This is an optimization exercise on Yosys and OpenROAD, whose aim is small area, a short achievable clock period and few clock cycles per item, not a production implementation. In this exercise RTL edits were held to simulation tests only and were not proved equivalent to the original. Power figures rest on the tool's default switching activity, not on a simulated workload.

==> flow/design.v, too long to show whole: its modules and the start of the top module <==
// module csa_fa: 11 lines
// module iq_corr_accum: 2396 lines
module iq_corr_accum
#(
    parameter int LOG2_N = 4
) (
    input  logic               clk,
    input  logic               rst_n,
    input  logic               clr,
    input  logic               s_valid,
    output logic               s_ready,
    input  logic signed [15:0] s_xi,
    input  logic signed [15:0] s_xq,
    input  logic signed [15:0] s_ri,
    input  logic signed [15:0] s_rq,
    output logic               m_valid,
    input  logic               m_ready,
    output logic signed [63:0] m_wi,
    output logic signed [63:0] m_wq,
    output iq_corr_pkg::slot_state_t o_dbg_slot
);
  // ...
==> flow/flow/run.sh <==
#!/bin/bash
# The standard layout (standard.sh), except that the port buffers placed before global placement
# are plain buffers (buf_2) instead of the delay cells buffer_ports picks by default, which the
# repair steps then cannot resize. Every make step's full output goes to flow.log here.
set -euo pipefail
export BUFFER_PORTS_ARGS="-buffer_cell sky130_fd_sc_hd__buf_2"
bash standard.sh finish > flow.log 2>&1
==> flow/standard.sh <==
#!/bin/bash
# synth_recipe.tcl (not shown) runs the flow's synth.tcl, then flattens the netlist and writes it again
# the make line also repeats each setting of config.mk as NAME=value (left out here)
make -C /OpenROAD-flow-scripts/flow DESIGN_CONFIG=/design/flow/config.mk WORK_HOME=/design/flow/orfs CLKGATE_MAP_FILE= SYNTH_SCRIPT=/design/flow/synth_recipe.tcl "${@:-finish}"
==> flow/config.mk <==
export PLATFORM = sky130hd
export DESIGN_NAME = iq_corr_accum
export DESIGN_NICKNAME = iq_corr_accum
export VERILOG_FILES = /design/flow/design.v
export SDC_FILE = /design/flow/constraint.sdc
export NUM_CORES = 4
export LEC_CHECK = 0
export ABC_CLOCK_PERIOD_IN_PS = 4000
export CAP_MARGIN = 20
export CORE_MARGIN = 2
export CORE_UTILIZATION = 40
export SETUP_SLACK_MARGIN = 4.45
export SLEW_MARGIN = 20
export SYNTH_HIERARCHICAL = 1
export SYNTH_MINIMUM_KEEP_SIZE = 0
==> flow/constraint.sdc <==
create_clock -name core_clock -period 8.5 [get_ports {clk}]
set_input_delay 1.7000 -clock core_clock [delete_from_list [all_inputs] [get_ports {clk}]]
set_output_delay 1.7000 -clock core_clock [all_outputs]
set_load 0.01 [all_outputs]
==> metrics.yaml, run 1 <==
run_status: "no timing/DRC/antenna violations"
slew_headroom_pct: 46.45
cp-endpoint: "r_tq_c[19]"
ys_ff_latch: 318
required_ns: 8.95
avgRoutedWirePerCell_um: 27.34
crit_top_cell: "fa_1"
setup_tns_ns: 0
worst_path_max_delay_cell: "fa_1"
crit_start: "r_ri_two[1]"
critPathMaxFanout: 10
fillers: 7679
gr-usage-all-layers_pct: 24.84
cts_max_level: 2
grt_use_met3_pct: 6.575
drt_iter0_drc: 3052
comb_power_share_pct: 71.0
seqPwrFrac_pct: 18.0
synthTopCellsByArea: "fa_1, dfxtp_1, xnor2_1"
crit_type: "flip-flop to flip-flop"
whs_ns: 0.4137
yosysSeqAreaShare_pct: 20.89
worst_setup_path_start_kind: "flip-flop"
antenna_cells: 1
ant_nets: 0
cts_hold_buffers: 0
synth_mux_area_share_pct: 0.4097
p_switching_w: 0.007266
clock_area_share_pct: 3.441
wl_met3_um: 13590
post_route_cells_drive_above_1_share_pct: 17.37
finalSetupViolCount: 0
cts_resized: 105
buf_share_pct: 9.595
cts_tree: "done"
clock_power_share_pct: 10.9
place_area_sq_um: 35640
synth_area_per_cell_sq_um: 11.45
synthAdderAreaFrac_pct: 40.77
async_flop_share_pct: 2.516
pwr_density_cell_nw_per_um2: 410.3
rsz0062_at_grt: "yes"
grt_pass1_wl_um: 163600
reg2reg_depth: 9
Testbench counts, summed over its fixed seeds: cycles 3,090, items 3,072.
==> run 2, diff against run 1 <==
--- a/flow/config.mk
+++ b/flow/config.mk
@@ -6,9 +6,9 @@
 export NUM_CORES = 4
 export LEC_CHECK = 0
-export ABC_CLOCK_PERIOD_IN_PS = 4000
+export ABC_CLOCK_PERIOD_IN_PS = 4200
 export CAP_MARGIN = 20
 export CORE_MARGIN = 2
 export CORE_UTILIZATION = 40
-export SETUP_SLACK_MARGIN = 4.45
+export SETUP_SLACK_MARGIN = 4.3
 export SLEW_MARGIN = 20
 export SYNTH_HIERARCHICAL = 1
==> metrics.yaml, run 2 <==
stdcell_count: 4149
netlist_top_cells_count: "fa_1, xnor2_1, a22oi_1"
synth_top_family_by_area: "adder cells"
yosysSeqAreaShare_pct: 20.89  # unchanged
synth_edf_count: 74
post_route_cells_drive_above_1_share_pct: 13.95  # -3.4 points
via_per_inst: 5.816
clock_power_share_pct: 10.5  # -0.4 points
period_minus_slack_ns: 4.156
synthSimpleGateAreaFrac_pct: 4.419
p_switching_w: 0.007268  # about the same
crit_top_cell: "fa_1"
cp.arrival_ns: 4.59
yosysMostFrequentCell: "fa_1"
fp.dieW_um: 296.4
highest_layer: "met5"
period_share_pct: 48.89
antenna_found_initial: 1
vdd_drop_max_mv: 0.3036
drt_iter0_drc: 2700  # -12%
clockRootBuffer: "clkbuf_16"
slew_headroom_pct: 54.22  # +7.8 points
synth_top_area_cell: "fa_1"
p_int_w: 0.008926
max_stage_delay_ns: 0.71
p_total_w: 0.01619
fmax_mhz: 240.6
min_path_type: "flip-flop to flip-flop"
numCtsBuffers: 40
drt_first_pass_iters: 6
run_status: "no timing/DRC/antenna violations"
via_count: 24130
critPathMaxFanout: 32  # +22
swShare_pct: 44.88
cts_tree: "done"
syn-num-nets: 3789
pwr_density_cell_nw_per_um2: 425.5  # +3.7%
worst_setup_path_start_kind: "flip-flop"
placedCellCount: 4033
start_util_pct: 40.23
crit_type: "flip-flop to flip-flop"
synth_mux_area_share_pct: 0.4097  # unchanged
min-delay-start: "r_last1"
maxCapViolations: 0
final_nets: 3778
path_cells: "a22oi_1, xnor2_1, fa_1, fa_1, fa_1, fa_1, fa_1, fa_1"
grt.overflow.total: 0
clock-skew-final_ns: 0.04378
cts_max_level: 2  # unchanged
clkLatencyLatePin_ns: 0.58
grt_pass1_wl_um: 160700  # -1.7%
synth_compound_gate_area_share_pct: 13.08
drt-met1-wl_um: 45530
comb_power_share_pct: 71.2  # +0.2 points
wl_met2_um: 50080
synthTopCellsByArea: "fa_1, dfxtp_1, xnor2_1"
place_ws_ns: 3.677
area_delta_synth_final_pct: 11.26
synth.distinct_cells: 51
syn_area_sq_um: 34200
drv_slew: 0
setup_tns_ns: 0  # unchanged
worstSetupEndpointType: "flip-flop"
cts_sinks: 318
final_common_cell: "fa_1"
ys_ff_latch: 318  # unchanged
gr-usage-all-layers_pct: 24.30  # -0.54 points
synthAdderAreaFrac_pct: 40.77  # unchanged
io_buffer_count: 199
drc_errors: 0
cts_buffer_depth: 3
cts_hold_buffers: 0  # unchanged
synth_cells: 2986
io_pins: 200
row_count: 107
wl_met3_um: 13870  # +2.1%
synth_area_per_cell_sq_um: 11.45  # unchanged
tightest_slew_ns: 0.6809
ant_nets: 0  # unchanged
crit_start: "r_xq[5]"
avgRoutedWirePerCell_um: 27.44  # +0.37%
worst_path_max_delay_cell: "dfxtp_4"
hold_viol: 0
cts.clk_slew.worst_paths_ns: 0.06
final_core_util_pct: 44.76
die_area_sq_um: 87860
seqPwrFrac_pct: 18.3  # +0.3 points
required_ns: 8.94  # about the same
async_flop_share_pct: 2.516  # unchanged
die_y_um: 296.4
rsz0062_at_grt: "yes"
grt_max_degree: 49
leakage_nw: 13.94
grt_pass1_vias: 25060
finalSetupViolCount: 0  # unchanged
synth_xor_area_share_pct: 14.93
ys.flop_type: "dfxtp_1"
coreArea_sq_um: 85010
synth_top_area_share_pct: 37.11
worst_slack_ns: 4.344
gp_congestion: 0.8366
mostFrequentLayoutCells: "fa_1, xnor2_1, a22oi_1"
reg2reg_from: "r_xq[5]"
hpwl_um: 67440
drt_wl_total_um: 113800
yosysWarnings: 7
==> run 2: cell counts after synthesis <==
Identical to the previous run, type by type.
==> run 2: area by class of cell <==
type | instances | area [sq um]
multi-input combinational | 2227 | 25180
clock inverter | 15 | 157.7
fill | 7905 | 46960
antenna | 1 | 2.502
inverter | 94 | 352.8
timing repair buffer | 294 | 2480
sequential | 318 | 7325
clock buffer | 56 | 1122
tap | 1144 | 1431
==> run 2: path summary, 6_finish.rpt <==
path	to	slack [ns]	cells after the start
max in group asynchronous	r_first1	7.35	1
min	r_done	0.41	0
min in group asynchronous	r_state	0.96	1
min reg2reg	r_done	0.41	0
max	r_ti_c[16]	4.34	8
max reg2reg	r_ti_c[16]	4.34	8
==> run 2: Yosys stat by module, one instance, submodules excluded <==
module,area [sq um],times used,flops+latches,cells
iq_corr_accum,22230,1,318,2388
csa_fa,20.02,598,0,1
==> run 2: routing by layer <==
layer / track usage [%] / up-vias
li1: - / 9928
met2: 37.35 / 1621
met3: 6.119 / 270
met1: 34.13 / 12310
met4: 6.541 / 2
met5: 0 / -
==> run 2: kinds of logic (layout without fill, tap and decap cells) <==
kind of cell / Yosys count / after routing
buffers and inverters: 441 / 459
AND/OR/NAND/NOR: 285 / 285
XOR/XNOR: 583 / 583
flip-flops: 318 / 318
other: 0 / 1
adder cells (fa/ha/maj): 734 / 734
multiplexers: 14 / 14
AO/OA/AOI/OAI: 611 / 611
==> run 2: worst max-delay path: cells and delay by family, from the launching register on <==
kind / cells / cell delay (ns)
XOR/XNOR: 1 / 0.26
flip-flops: 1 / 0.71
AO/OA/AOI/OAI: 1 / 0.20
adder cells (fa/ha/maj): 6 / 2.80
==> run 2: power groups by stage <==
stage / logic, W / clock network, W / registers [W]
final: 0.0115 / 0.00169 / 0.00297
after global routing: 0.0134 / 0.00180 / 0.00302
after CTS: 0.0116 / 0.00175 / 0.00300
after detailed placement: 0.0113 / 0 / 0.00304
after global placement: 0.0112 / 0 / 0.00303
after floorplan: 0.00827 / 0 / 0.00280
==> run 2: per-stage QoR <==
stage	area, sq um	hold WS (ns)
2_1_floorplan	34210	0.3551
3_3_place_gp	35560	0.3710
3_5_place_dp	35560	0.3761
4_1_cts	37090	0.3894
5_1_grt	38050	0.4286
6_report	38050	0.4058
==> run 2: timing repair <==
| action | CTS | global route |
|---|---|---|
| resized for setup | 58 | 36 |
| setup endpoints to repair | 60 | 30 |
| setup buffers | 7 | 37 |
| pin swaps | 0 | 0 |
==> run 3, diff against run 2 <==
--- a/flow/config.mk
+++ b/flow/config.mk
@@ -10,4 +10,5 @@
 export CORE_MARGIN = 2
 export CORE_UTILIZATION = 40
+export CTS_BUF_LIST = sky130_fd_sc_hd__clkbuf_4 sky130_fd_sc_hd__clkbuf_8
 export SETUP_SLACK_MARGIN = 4.3
 export SLEW_MARGIN = 20
==> metrics.yaml, run 3 <==
rsz0062_at_grt: "yes"
final_nets: 3801  # +0.61%
synth_edf_count: 74  # unchanged
final_common_cell: "fa_1"
numCtsBuffers: 60  # +50%
synth_top_area_share_pct: 37.11  # unchanged
pwr_density_cell_nw_per_um2: 424.4  # -0.26%
cts_sinks: 318  # unchanged
yosysWarnings: 7  # unchanged
leakage_nw: 14.08  # +1.0%
grt_max_degree: 49  # unchanged
synth_top_area_cell: "fa_1"
cts_max_level: 2  # unchanged
clock-skew-final_ns: 0.07630  # +0.03253 ns
hpwl_um: 67440  # unchanged
via_per_inst: 5.814  # about the same
ys.flop_type: "dfxtp_1"
clockRootBuffer: "clkbuf_8"
worst_setup_path_start_kind: "flip-flop"
yosysSeqAreaShare_pct: 20.89  # unchanged
syn_area_sq_um: 34200  # unchanged
drt_iter0_drc: 2518  # -6.7%
via_count: 24390  # +1.1%
required_ns: 9.04  # +0.10 ns
gr-usage-all-layers_pct: 24.44  # +0.14 points
row_count: 107  # unchanged
clkLatencyLatePin_ns: 0.73  # +0.15 ns
antenna_found_initial: 3  # +2
vdd_drop_max_mv: 0.2950  # -2.8%
drc_errors: 0  # unchanged
cts_hold_buffers: 0  # unchanged
cts_tree: "done"
cp.arrival_ns: 4.68  # +0.09 ns
synth_area_per_cell_sq_um: 11.45  # unchanged
maxCapViolations: 0  # unchanged
async_flop_share_pct: 2.516  # unchanged
worstSetupEndpointType: "flip-flop"
slew_headroom_pct: 54.32  # +0.10 points
start_util_pct: 40.23  # unchanged
run_status: "no timing/DRC/antenna violations"
r2r_slack_ns: 4.36  # about the same
avgRoutedWirePerCell_um: 27.48  # +0.13%
drv_slew: 0  # unchanged
die_y_um: 296.4  # unchanged
drt_wl_total_um: 115300  # +1.2%
cts_buffer_depth: 3  # unchanged
tightest_slew_ns: 0.6794  # -0.001539 ns
grt_pass1_vias: 25290  # +0.89%
place_area_sq_um: 35560  # unchanged
synth_cells: 2986  # unchanged
finalSetupViolCount: 0  # unchanged
yosysMostFrequentCell: "fa_1"
io_buffer_count: 199  # unchanged
synth.distinct_cells: 51  # unchanged
fmax_mhz: 241.3  # +0.28%
ant_nets: 0  # unchanged
min_path_type: "flip-flop to flip-flop"
crit_type: "flip-flop to flip-flop"
period_share_pct: 48.75  # -0.14 points
grt.overflow.total: 0  # unchanged
ys_ff_latch: 318  # unchanged
critPathMaxFanout: 34  # +6.3%
synthTopCellsByArea: "fa_1, dfxtp_1, xnor2_1"
cts.clk_slew.worst_paths_ns: 0.06  # about the same
period_minus_slack_ns: 4.144  # -0.01158 ns
fp.dieW_um: 296.4  # unchanged
post_route_cells_drive_above_1_share_pct: 15.51  # +1.6 points
syn-num-nets: 3789  # unchanged
area_delta_synth_final_pct: 11.87
netlist_top_cells_count: "fa_1, xnor2_1, a22oi_1"
gp_congestion: 0.8366  # unchanged
fin_area_sq_um: 38260  # +0.55%
coreArea_sq_um: 85010  # unchanged
mostFrequentLayoutCells: "fa_1, xnor2_1, a22oi_1"
grt_pass1_wl_um: 161400  # +0.41%
io_pins: 200  # unchanged
die_area_sq_um: 87860  # unchanged
drt_first_pass_iters: 6  # unchanged
setup_tns_ns: 0  # unchanged
hold_viol: 0  # unchanged
## run 3: changes by cell type in the layout (fill, tap and decap cells not counted), sizes merged
cell and change:
clkinvlp +1, clkbuf +31, buf +2, inv -2
clkinv +10, bufinv +4
## run 3: where the power goes
part | switching (W) | internal (W)
combinational | 0.00616 | 0.00539
clock | 0.000737 | 0.000999
sequential | 0.000406 | 0.00256
## run 3: per-module statistics from Yosys (local to each module, per instance)
module	flip-flops and latches	area, sq um	times used
csa_fa	0	20.02	598
iq_corr_accum	318	22230	1
## run 3: critical path, stage by stage, from the launching register on
cell and delay (ns):
dfxtp_1 0.32, clkbuf_8 0.35, a22oi_1 0.14, xnor2_1 0.17, fa_1 0.53, fa_1 0.51, fa_1 0.54, fa_1 0.40
fa_1 0.54, fa_1 0.42
## run 3: repair_timing
item	CTS	global route
setup endpoints to repair	60	34
setup buffers	7	40
pin swaps	0	0
gates resized for setup	60	46
## run 3: cells by family after synthesis
group / count (synthesis) / synth area share (%)
fa+ha+maj: 734 / 40.77
compound gates: 611 / 13.08
xor+xnor: 583 / 14.93
buf+inv: 441 / 5.502
flops: 318 / 20.89
simple gates: 285 / 4.419
mux: 14 / 0.4097
## run 3: layout make-up
class                           count  area (sq um)
Fill cell                        7876         46750
Multi-Input combinational cell   2227         25190
Sequential cell                   318          7325
Timing Repair Buffer              297          2586
Tap cell                         1144          1431
Clock buffer                       86          1065
Inverter                           94         352.8
Clock inverter                     28         316.6
Antenna cell                        1         2.502
## run 3: stage by stage
stage | setup WS [ns] | power, W | hold WS (ns) | std cells | utilization (%)
floorplan | 4.296 | 0.01107 | 0.3551 | 2986 | -
global placement | 3.702 | 0.01419 | 0.3710 | 4033 | 41.83
detailed placement | 3.677 | 0.01429 | 0.3761 | 4033 | 41.83
CTS | 4.307 | 0.01632 | 0.3908 | 4154 | 43.75
global route | 4.253 | 0.01822 | 0.4298 | 4195 | 45.01
finish | 4.356 | 0.01624 | 0.4028 | 4195 | 45.01
## run 3: worst paths after layout
check,depth (start not counted),end,startpoint
worst max-delay path,9,r_tq_c[19],r_ri_one[2]
worst max register to register,9,r_tq_c[19],r_ri_one[2]
min in group asynchronous,1,r_state,rst_n
worst min register to register,0,r_done,r_last1
worst min-delay path,0,r_done,r_last1
max in group asynchronous,1,r_first1,rst_n
## run 3: metal layers
layer / vias up / GRT usage (%) / wire length [um]
met5: - / 0 / 23
met4: 4 / 7.219 / 5267
met3: 340 / 6.246 / 14570
met2: 1668 / 37.61 / 49970
met1: 12400 / 33.99 / 45430
li1: 9978 / - / -

[re-timing with driven ports]
In the flow no input, the clock included, has a driving cell. The finished layouts below were timed again as built, in two steps. Step 1 (the two cells are an assumption about what drives the block):
set clk [get_ports {clk}]
set_driving_cell -lib_cell sky130_fd_sc_hd__clkbuf_16 $clk
set_driving_cell -lib_cell sky130_fd_sc_hd__buf_2 [delete_from_list [all_inputs] $clk]
Step 2 also shifts input and output timing later by t, the mid clock arrival at the registers, as if the neighbouring blocks saw the same clock. Slacks: ideal ports / drivers / drivers and shift; pairs: ideal ports / drivers.
run	t, ns	setup slack, ns	pins driven straight from the clock port
run 1	0.647	4.457 / 4.448 / 4.448	1
run 2	0.625	4.344 / 4.344 / 4.344	1
run 3	0.754	4.356 / 4.356 / 4.356	1
After both steps every run listed still meets setup and hold. The setup slack of run 1, which loses most, moves by -0.009 ns with the drivers and by -0.009 ns with both steps.
